Source: an optimization exercise on an open RTL-to-GDS flow (aim: a short achievable clock period and few clock cycles). Production flows keep margins and buffers that such runs may drop.
In this exercise RTL edits were held to simulation tests only and were not proved equivalent to the original.
Power figures rest on the tool's default switching activity, not on a simulated workload.

==> run a <==
==> flow/design.v <==
package mips_pkg;
	typedef logic [32-1:0] word_t;
	typedef logic [5-1:0] reg_addr_t;
	typedef enum logic [5:0] {
		OP_R_TYPE = 6'h00,
		OP_BEQ    = 6'h04,
		OP_ADDIU  = 6'h09,
		OP_LW     = 6'h23,
		OP_SW     = 6'h2b
	} opcode_e;
	typedef enum logic [5:0] {
		FN_ADDU = 6'h21,
		FN_SUBU = 6'h23,
		FN_AND  = 6'h24,
		FN_OR   = 6'h25,
		FN_SLT  = 6'h2a
	} funct_e;
	typedef enum logic [2:0] {
		ALU_ADD = 3'd0,
		ALU_SUB = 3'd1,
		ALU_AND = 3'd2,
		ALU_OR  = 3'd3,
		ALU_SLT = 3'd4
	} alu_op_e;
	typedef enum logic [1:0] {
		FWD_REG = 2'd0,
		FWD_MEM = 2'd1,
		FWD_WB  = 2'd2
	} fwd_sel_e;
	typedef struct packed {
		word_t instr;
		word_t pc_plus4;
	} if_id_t;
	typedef struct packed {
		word_t     rs_value;
		word_t     rt_value;
		word_t     imm;
		reg_addr_t rs;
		reg_addr_t rt;
		reg_addr_t dest;
		alu_op_e   alu_op;
		logic      use_imm;
		logic      reg_write;
		logic      mem_read;
		logic      mem_write;
		logic      branch;
		word_t     branch_target;
	} id_ex_t;
	typedef struct packed {
		word_t     alu_result;
		word_t     store_data;
		reg_addr_t dest;
		logic      reg_write;
		logic      mem_read;
		logic      mem_write;
	} ex_mem_t;
	typedef struct packed {
		word_t     wb_value;
		reg_addr_t dest;
		logic      reg_write;
	} mem_wb_t;
endpackage
`timescale 1ns/1ps
module add_ci #(
	parameter int W = 32
) (
	input  logic [W-1:0] a,
	input  logic [W-1:0] b,
	input  logic         cin,
	output logic [W:0]   y
);
	logic [W+1:0] s;
	assign s = {1'b0, a, cin} + {1'b0, b, cin};
	assign y = s[W+1:1];
endmodule
`timescale 1ns/1ps
module mips_core (
	input  logic  clock,
	input  logic  rst_n,
	output mips_pkg::word_t instruction_addr,
	input  mips_pkg::word_t instruction,
	output mips_pkg::word_t data_addr,
	output mips_pkg::word_t data_wr,
	output logic  mem_read,
	output logic  mem_write,
	input  mips_pkg::word_t data_rd
);
	logic [31:2] pc_q;
	logic        d_valid;
	logic [31:2] d_target;
	logic [31:0] d_rs_oh;
	logic [31:0] d_rt_oh;
	logic [4:0]  d_rs, d_rt;
	logic [31:0] d_imm;
	logic [4:0]  d_dest;
	logic        d_wr;
	logic        d_use_imm;
	logic        d_inv;
	logic [4:0]  d_alu;
	logic        d_lw;
	logic        d_sw;
	logic        d_cbr;
	logic        d_fe_rs, d_fm_rs, d_fe_rt, d_fm_rt;
	logic        stall_q;
	logic [31:0] e_a;
	logic [31:0] e_b;
	logic [31:0] e_sd;
	logic        e_fa, e_fbt, e_fbn, e_fsd;
	logic        e_cin;
	logic [4:0]  e_alu;
	logic        e_wr;
	logic [4:0]  e_dest;
	logic        e_lw;
	logic        e_sw;
	logic        e_cbr;
	logic [31:2] e_tgt;
	logic [31:0] m_res;
	logic [31:0] m_sd;
	logic [31:0] m_resn;
	logic        m_lw;
	logic        m_sw;
	logic        m_wr;
	logic [31:0] m_dest_oh;
	logic [31:0] regs [1:31];
	logic [5:0]  f_op;
	logic [5:0]  f_fn;
	logic [4:0]  f_rs, f_rt, f_rd;
	logic        f_rtype, f_addiu, f_lw, f_sw, f_beq, f_same;
	logic        f_fadd, f_fsub, f_fand, f_for, f_fslt;
	logic        f_ubr, f_cbr, f_wr, f_use_rs, f_use_rt;
	logic [4:0]  f_dest;
	logic [4:0]  f_alu;
	assign f_op = instruction[31:26];
	assign f_rs = instruction[25:21];
	assign f_rt = instruction[20:16];
	assign f_rd = instruction[15:11];
	assign f_fn = instruction[5:0];
	always_comb begin
		f_fadd  = (f_fn == 6'h21);
		f_fsub  = (f_fn == 6'h23);
		f_fand  = (f_fn == 6'h24);
		f_for   = (f_fn == 6'h25);
		f_fslt  = (f_fn == 6'h2a);
		f_rtype = (f_op == 6'h00) && (f_fadd || f_fsub || f_fand || f_for || f_fslt);
		f_addiu = (f_op == 6'h09);
		f_lw    = (f_op == 6'h23);
		f_sw    = (f_op == 6'h2b);
		f_beq   = (f_op == 6'h04);
		f_same  = (f_rs == f_rt);
		f_ubr   = f_beq && f_same;
		f_cbr   = f_beq && !f_same;
		f_dest  = f_rtype ? f_rd : f_rt;
		f_wr    = (f_rtype || f_addiu || f_lw) && (f_dest != 5'd0);
		f_use_rs = f_rtype || f_addiu || f_lw || f_sw || f_cbr;
		f_use_rt = f_rtype || f_sw || f_cbr;
		f_alu[0] = f_addiu || f_lw || f_sw || (f_rtype && (f_fadd || f_fsub));
		f_alu[1] = 1'b0;
		f_alu[2] = f_rtype && f_fand;
		f_alu[3] = f_rtype && f_for;
		f_alu[4] = f_rtype && f_fslt;
	end
	logic [31:0] rf_rs, rf_rt;
	logic [31:0] e_res;
	logic [31:0] m_val;
	logic [31:0] rs_val, rt_val;
	logic [30:0] f_tsum;
	logic        e_redirect;
	always_comb begin
		rf_rs = '0;
		rf_rt = '0;
		for (int i = 1; i < 32; i++) begin
			rf_rs = rf_rs | ({32{d_rs_oh[i]}} & regs[i]);
			rf_rt = rf_rt | ({32{d_rt_oh[i]}} & regs[i]);
		end
	end
	assign m_val  = m_lw ? data_rd : m_res;
	assign rs_val = d_fm_rs ? m_val : rf_rs;
	assign rt_val = d_fm_rt ? m_val : rf_rt;
	logic [30:0] f_tsum_c;
	add_ci #(.W(30)) u_tgt_add (
		.a   (pc_q),
		.b   ({{14{instruction[15]}}, instruction[15:0]}),
		.cin (1'b1),
		.y   (f_tsum_c)
	);
	assign f_tsum = {f_tsum_c[29:0], 1'b0};
	logic [32:0] sum;
	logic        slt;
	logic [31:0] op_a, op_b, op_sd;
	assign op_a  = e_fa ? m_res : e_a;
	assign op_b  = e_fbt ? m_res : (e_fbn ? m_resn : e_b);
	assign op_sd = e_fsd ? m_res : e_sd;
	logic [32:0] sum_c;
	add_ci #(.W(32)) u_alu_add (
		.a   (op_a),
		.b   (op_b),
		.cin (e_cin),
		.y   (sum_c)
	);
	assign sum = {sum_c[31:0], 1'b0};
	assign slt  = (op_a[31] == op_b[31]) ? op_a[31] : sum[32];
	assign e_res = ({32{e_alu[0]}} & sum[32:1])
		| ({32{e_alu[2]}} & (op_a & op_b))
		| ({32{e_alu[3]}} & (op_a | op_b))
		| {31'd0, e_alu[4] & slt};
	assign e_redirect = e_cbr && (op_a == op_b);
	logic stall_n;
	logic fe_rs_n, fm_rs_n, fe_rt_n, fm_rt_n;
	always_comb begin
		if (stall_q) begin
			fe_rs_n = 1'b0;
			fe_rt_n = 1'b0;
			fm_rs_n = e_wr && (e_dest == d_rs);
			fm_rt_n = e_wr && (e_dest == d_rt);
			stall_n = 1'b0;
		end else begin
			fe_rs_n = d_valid && d_wr && (d_dest == f_rs);
			fe_rt_n = d_valid && d_wr && (d_dest == f_rt);
			fm_rs_n = e_wr && (e_dest == f_rs);
			fm_rt_n = e_wr && (e_dest == f_rt);
			stall_n = d_valid && d_lw && d_wr && !e_redirect
				&& ((f_use_rs && d_dest == f_rs) || (f_use_rt && d_dest == f_rt));
		end
	end
	always_ff @(posedge clock) begin
		if (!rst_n) begin
			pc_q    <= '0;
			d_valid <= 1'b0;
			stall_q <= 1'b0;
			e_wr    <= 1'b0;
			e_lw    <= 1'b0;
			e_sw    <= 1'b0;
			e_cbr   <= 1'b0;
			m_lw    <= 1'b0;
			m_sw    <= 1'b0;
			m_wr    <= 1'b0;
		end else begin
			if (e_redirect) begin
				pc_q <= e_tgt;
			end else if (stall_q) begin
				pc_q <= pc_q;
			end else if (f_ubr) begin
				pc_q <= f_tsum[30:1];
			end else begin
				pc_q <= pc_q + 30'd1;
			end
			if (e_redirect) begin
				d_valid <= 1'b0;
			end else if (!stall_q) begin
				d_valid <= !f_ubr;
			end
			stall_q <= stall_n;
			if (e_redirect || stall_q || !d_valid) begin
				e_wr  <= 1'b0;
				e_lw  <= 1'b0;
				e_sw  <= 1'b0;
				e_cbr <= 1'b0;
			end else begin
				e_wr  <= d_wr;
				e_lw  <= d_lw;
				e_sw  <= d_sw;
				e_cbr <= d_cbr;
			end
			m_lw <= e_lw;
			m_sw <= e_sw;
			m_wr <= e_wr;
			for (int i = 1; i < 32; i++) begin
				if (m_wr && m_dest_oh[i]) regs[i] <= m_val;
			end
		end
		if (!rst_n) begin
			for (int i = 1; i < 32; i++) regs[i] <= '0;
		end
	end
	always_ff @(posedge clock) begin
		if (!stall_q) begin
			d_target  <= f_tsum[30:1];
			d_rs_oh   <= 32'd1 << f_rs;
			d_rt_oh   <= 32'd1 << f_rt;
			d_rs      <= f_rs;
			d_rt      <= f_rt;
			d_imm     <= {{16{instruction[15]}}, instruction[15:0]};
			d_dest    <= f_dest;
			d_wr      <= f_wr;
			d_use_imm <= f_addiu || f_lw || f_sw;
			d_inv     <= f_rtype && (f_fsub || f_fslt);
			d_alu     <= f_alu;
			d_lw      <= f_lw;
			d_sw      <= f_sw;
			d_cbr     <= f_cbr;
		end
		d_fe_rs <= fe_rs_n;
		d_fm_rs <= fm_rs_n;
		d_fe_rt <= fe_rt_n;
		d_fm_rt <= fm_rt_n;
		e_a    <= rs_val;
		e_fa   <= d_fe_rs;
		e_fbt  <= d_fe_rt && !d_use_imm && !d_inv;
		e_fbn  <= d_fe_rt && !d_use_imm && d_inv;
		e_fsd  <= d_fe_rt;
		e_b    <= d_use_imm ? d_imm : (d_inv ? ~rt_val : rt_val);
		e_cin  <= d_inv;
		e_sd   <= rt_val;
		e_alu  <= d_alu;
		e_dest <= d_dest;
		e_tgt  <= d_target;
		m_res     <= e_res;
		m_resn    <= ~e_res;
		m_sd      <= op_sd;
		m_dest_oh <= 32'd1 << e_dest;
	end
	assign instruction_addr = {pc_q, 2'b00};
	assign data_addr        = m_res;
	assign data_wr          = m_sd;
	assign mem_read         = m_lw;
	assign mem_write        = m_sw;
endmodule
==> flow/flow/run.sh <==
#!/bin/bash
set -euo pipefail
bash standard.sh 'BUFFER_PORTS_ARGS=-buffer_cell sky130_fd_sc_hd__buf_4' finish > standard.log 2>&1
==> flow/standard.sh <==
#!/bin/bash
# synth_recipe.tcl (not shown) runs the flow's synth.tcl, then flattens the netlist and writes it again
# the make line also repeats each setting of config.mk as NAME=value (left out here)
make -C /OpenROAD-flow-scripts/flow DESIGN_CONFIG=/design/flow/config.mk WORK_HOME=/design/flow/orfs CLKGATE_MAP_FILE= SYNTH_SCRIPT=/design/flow/synth_recipe.tcl "${@:-finish}"
==> flow/config.mk <==
export PLATFORM = sky130hd
export DESIGN_NAME = mips_core
export DESIGN_NICKNAME = mips_core
export VERILOG_FILES = /design/flow/design.v
export SDC_FILE = /design/flow/constraint.sdc
export NUM_CORES = 4
export LEC_CHECK = 0
export ABC_CLOCK_PERIOD_IN_PS = 2000
export CAP_MARGIN = 20
export CORE_MARGIN = 2
export CORE_UTILIZATION = 40
export SETUP_SLACK_MARGIN = 3.9
export SLEW_MARGIN = 20
export SYNTH_HIERARCHICAL = 1
==> flow/constraint.sdc <==
create_clock -name core_clock -period 7.0 [get_ports {clock}]
set_input_delay 1.4000 -clock core_clock [delete_from_list [all_inputs] [get_ports {clock}]]
set_output_delay 1.4000 -clock core_clock [all_outputs]
set_load 0.01 [all_outputs]
==> run b (differences from run a) <==
CORE_UTILIZATION = 35   (was 40)
SETUP_SLACK_MARGIN = 4.0   (was 3.9)
==> comparison <==
- Area after synthesis is the same in run a and run b.
- Of run b and run a, run b has the higher first-iteration DRC count (gap about 0.26%, measured against run a).
- In run b the non-clock buffer count is lower than in run a, by 2.
- Between run a and run b, the lower critical path depth is in run b (gap 3).
- Between run a and run b, the lower power is in run b (gap 1.7%, measured against run b).
- Synthesized cell count is the same in run a and run b.
- Between run b and run a, the lower worst setup slack is in run a (gap 0.0076 ns).
- Against run a, the routed wire length of run b is lower by about 0.9%.
==> figures <==
| item | run b | run a |
|---|---|---|
| Floorplan core area | 183000 um^2 | 161000 um^2 |
| Share of the final layout cell area in multi-input gates | 44.3% | 44.2% |
| Starting density of the core | 35.3% | 40.3% |
| Instance area after placement | 68500 um^2 | 68100 um^2 |
| Worst-case hold slack | 0.317 ns | 0.338 ns |
| Buffers, non-clock | 454 | 456 |
| Tightest Pin Transition | 1.28 ns | 1.32 ns |
| Result of the run | timing/DRC/antenna clean | timing/DRC/antenna clean |
| # diodes | 13 | 8 |
| Part of the cycle the worst path needs | 47.8% | 47.9% |
| Initial antenna violation count | 12 | 9 |
| Placed cell count | 9109 | 8805 |
| Worst clock skew on the final layout | 0.0373 ns | 0.0337 ns |
| Buffers inserted during post-CTS setup optimization | 65 | 85 |
| Area added between synthesis and finish | 16.7% | 16.7% |
| Drt initial violations | 13033 | 12999 |
| Power attributed to the clock group | 7.98 mW | 8.28 mW |
| Critical path depth | 15 | 18 |
Testbench counts of run a, summed over its fixed seeds: cycles 30,406.
Testbench counts of run b, summed over its fixed seeds: cycles 30,406.

afterwards: timing with drivers on the ports:
In the flow no input, the clock included, has a driving cell. The finished layouts below were timed again as built, in two steps. Step 1 sets driving cells, clkbuf_16 on the clock port and buf_2 on the other inputs (assumed; they add their load-dependent delay and slew). Step 2, shift: input delay + t, output delay - t, t = (earliest + latest rising clock arrival at the registers) / 2. This alone moves slack from input paths to output paths. Three values: ideal, step 1, step 2; two values: the first two.
run	shift t [ns]	slack for setup (ns)	worst setup path at the end
run a	0.903	3.646 / 3.646 / 2.977	input to register
run b	0.897	3.653 / 3.653 / 2.943	input to register
After both steps every run listed still meets setup and hold. The setup slack of run b, which loses most, moves by 0.000 ns with the drivers and by -0.710 ns with both steps.
